From an optimization exercise on the open Yosys and OpenROAD flow, aimed at small area; shortcuts taken in it are not production practice. Only simulation tests tie the RTL to the original design; equivalence was not proved. No activity file was given, so power comes from the tool's default toggle rates.

## vector_unit_top
module vector_unit_top (
    input  logic                  clk_i,
    input  logic                  rst_n_i,
    input  logic                  wb_cyc_i,
    input  logic                  wb_stb_i,
    input  logic                  wb_we_i,
    input  logic [5-1:0] wb_adr_i,
    input  logic [32-1:0] wb_dat_i,
    input  logic [3:0]            wb_sel_i,
    output logic [32-1:0] wb_dat_o,
    output logic                  wb_ack_o
);
    logic [31:0] opa_q, opb_q, res_q;
    logic [3:0]  op_q;
    logic [1:0]  es_q;
    logic [3:0]  cl_q;
    logic        e8r_q;
    logic        a_vld, b_vld, c_vld, r_vld;
    logic req, a_opa, a_opb, a_ctrl, a_res, a_stat;
    assign req    = wb_cyc_i && wb_stb_i && !wb_ack_o;
    assign a_opa  = (wb_adr_i == 5'h00);
    assign a_opb  = (wb_adr_i == 5'h04);
    assign a_ctrl = (wb_adr_i == 5'h08);
    assign a_res  = (wb_adr_i == 5'h0C);
    assign a_stat = (wb_adr_i == 5'h10);
    logic [31:0] z, res_d;
    logic        run, pass2_q;
    logic        wr_opa, wr_opb, wr_ctrl;
  ...
==> flow/config.mk <==
export PLATFORM = sky130hd
export DESIGN_NAME = vector_unit_top
export DESIGN_NICKNAME = vector_unit_top
export VERILOG_FILES = /design/flow/design.v
export SDC_FILE = /design/flow/constraint.sdc
export NUM_CORES = 4
export LEC_CHECK = 0
export CAP_MARGIN = 20
export CORE_MARGIN = 2
export CORE_UTILIZATION = 50
export CTS_BUF_LIST = sky130_fd_sc_hd__clkbuf_4 sky130_fd_sc_hd__clkbuf_8
export CTS_CLUSTER_DIAMETER = 100
export CTS_CLUSTER_SIZE = 40
export PLACE_DENSITY = 0.7
export SLEW_MARGIN = 20
==> flow/constraint.sdc <==
create_clock -name core_clock -period 5.0 [get_ports {clk_i}]
set_input_delay 1.0000 -clock core_clock [delete_from_list [all_inputs] [get_ports {clk_i}]]
set_output_delay 1.0000 -clock core_clock [all_outputs]
set_load 0.01 [all_outputs]
standard.sh (not shown) runs the stock make flow with config.mk's settings and CLKGATE_MAP_FILE= SYNTH_SCRIPT=/design/flow/synth_recipe.tcl, a recipe that flattens the netlist after the stock synthesis.
==> flow/flow/run.sh <==
#!/bin/bash
# Layout flow: the standard ORFS flow, with three changes in how the
# layout is made:
#  - synthesis maps the logic with the ABC script in flow/abc.script (the
#    rest of the synthesis script is ORFS's own, unchanged);
#  - the port buffers are sky130_fd_sc_hd__buf_1 cells;
#  - extra make variables from flow/make_args.txt, one per line.
# Each tool's full output goes to a log file in this folder.
set -euo pipefail
HERE=$PWD
FLOWDIR=$HERE/flow

# Synthesis script: the standard flow's, sourcing ORFS's synth.tcl with the ABC script
# swapped for ours
sed "/source \$::env(SCRIPTS_DIR)\/synth_preamble.tcl/a set abc_args [lreplace \$abc_args 1 1 $FLOWDIR/abc.script]" \
    "$FLOW_HOME/scripts/synth.tcl" > "$HERE/synth_own.tcl"
sed "s|source \$::env(SCRIPTS_DIR)/synth.tcl|source $HERE/synth_own.tcl|" \
    "$HERE/synth_recipe.tcl" > "$HERE/synth_recipe_own.tcl"
grep -q "synth_own.tcl" "$HERE/synth_recipe_own.tcl"
grep -q "abc.script" "$HERE/synth_own.tcl"

args=(SYNTH_SCRIPT="$HERE/synth_recipe_own.tcl"
      "BUFFER_PORTS_ARGS=-buffer_cell sky130_fd_sc_hd__buf_1")
if [[ -f "$FLOWDIR/make_args.txt" ]]; then
    while IFS= read -r line; do
        [[ -n "$line" ]] && args+=("$line")
    done < "$FLOWDIR/make_args.txt"
fi
bash "$HERE/standard.sh" "${args[@]}" finish > "$HERE/standard.log" 2>&1
==> flow/flow/abc.script <==
strash
dch -f
amap
topo
stime -c
==> flow/flow/make_args.txt <==
ADDER_MAP_FILE=
The first run passed the timing, design-rule and antenna checks.
Then changed:
==> flow/flow/abc.script (replaced) <==
strash
dch -f
amap -F 3
topo
stime -c
What happened: Via count went down by 5.6%. Routed wire length went down by 6.9%. Final area went down by 2.0%. Core utilization went up by 1.1 points. First-iteration DRC count went up by 3.9%. Combinational power went up by 15%. Cell count went down by 6.9%. Fmax went down by 0.71%. Power went up by 6.1%. Global-route usage went down by 1.7 points. Area after synthesis went down by 3.2%.

run A:
Starting RTL as in the previous note.
export LEC_CHECK = 0
export CAP_MARGIN = 20
export CORE_MARGIN = 2
export CORE_UTILIZATION = 50
export CTS_BUF_LIST = sky130_fd_sc_hd__clkbuf_4 sky130_fd_sc_hd__clkbuf_8
export CTS_CLUSTER_DIAMETER = 100
export CTS_CLUSTER_SIZE = 40
export PLACE_DENSITY = 0.7
export SLEW_MARGIN = 20
create_clock -name core_clock -period 5.0 [get_ports {clk_i}]
==> flow/flow/abc.script <==
strash
dch -f
amap
topo
stime -c
==> flow/flow/make_args.txt <==
ADDER_MAP_FILE=
CTS_ARGS=-sink_clustering_enable -repair_clock_nets -sink_clustering_size 40 -sink_clustering_max_diameter 100 -buf_list {sky130_fd_sc_hd__clkbuf_4 sky130_fd_sc_hd__clkbuf_8} -dont_use_dummy_load
Scripts as last shown in full above: flow/flow/run.sh
Having completed the whole flow, run A delivered a layout that passed the timing, design-rule and antenna checks.
Inputs modified between run A and run B:
- removing PLACE_DENSITY (formerly 0.7)
- changing CORE_UTILIZATION from 50 to 40
==> flow/flow/make_args.txt <==
ADDER_MAP_FILE=
## What came out
Going from run A to run B, floorplan die area now larger; met1 usage in global routing -7.0 points; cell count after placement rose by 55; final area went up about 2.5%; fraction of area in multi-input gates has decreased.
Relative to run A, worst setup slack has gone down in run B.
Count of inverters not on the clock network in the layout came out exactly the same in run A and run B.

Starting RTL as in the previous note.
export LEC_CHECK = 0
export CAP_MARGIN = 0
export CORE_MARGIN = 2
export CORE_UTILIZATION = 50
export CTS_BUF_LIST = sky130_fd_sc_hd__clkbuf_4 sky130_fd_sc_hd__clkbuf_8
export CTS_CLUSTER_DIAMETER = 100
export CTS_CLUSTER_SIZE = 40
export PLACE_DENSITY = 0.7
export SLEW_MARGIN = 0
create_clock -name core_clock -period 5.0 [get_ports {clk_i}]
==> flow/flow/make_args.txt <==
ADDER_MAP_FILE=
Scripts as last shown in full above: flow/flow/run.sh, flow/flow/abc.script
The first run finished clean.
Edit:
==> flow/flow/abc.script (replaced) <==
strash
dch -f
amap -F 3
topo
stime -c
==> flow/flow/make_args.txt (replaced) <==
ADDER_MAP_FILE=
CTS_ARGS=-sink_clustering_enable -repair_clock_nets -sink_clustering_size 40 -sink_clustering_max_diameter 100 -buf_list {sky130_fd_sc_hd__clkbuf_4 sky130_fd_sc_hd__clkbuf_8} -dont_use_dummy_load
CAP_MARGIN = 20   (was 0)
SLEW_MARGIN = 20   (was 0)
Outcome: Power shrinks by 5.6%; clock skew grows by 12 ps; die area shrinks by 3.1%; core utilization hardly moves; combinational power grows by about 15%; first-iteration DRC count grows by 9.2%; count of clock-buffer cells in the layout shrinks by 1; maximum frequency shrinks by about 2.6%; sequential share of layout area grows by 1.6 points; final area shrinks by 4.0%.

[afterwards: timing with drivers on the ports]
The flow's constraints put no driver on any port. The routed layouts listed below were extracted and timed again, unchanged, in two steps.
Step 1: set_driving_cell puts a clkbuf_16 on clk_i and a buf_2 on each other input, an assumption about the parent block.
Step 2, shift: input delay + t, output delay - t, t = (earliest + latest rising clock arrival at the registers) / 2. This alone moves slack from input paths to output paths.
Slacks: ideal / step 1 / step 2; pairs: ideal / step 1.
| run | t (ns) | setup WS [ns] | latest minus earliest clock arrival (ns) | cell pins on the clock port's net |
|---|---|---|---|---|
| the first run of note 1 | 0.515 | 0.579 / 0.579 / 0.579 | 0.019 / 0.020 | 1 |
| the second run of note 1 | 0.493 | 0.547 / 0.547 / 0.547 | 0.019 / 0.019 | 1 |
| run A | 0.502 | 0.597 / 0.597 / 0.597 | 0.032 / 0.032 | 1 |
| run B | 0.510 | 0.477 / 0.477 / 0.477 | 0.019 / 0.019 | 1 |
| the first run of note 3 | 0.518 | 0.568 / 0.568 / 0.568 | 0.018 / 0.018 | 1 |
| the second run of note 3 | 0.483 | 0.449 / 0.449 / 0.449 | 0.030 / 0.030 | 1 |
After both steps every run listed still meets setup and hold.
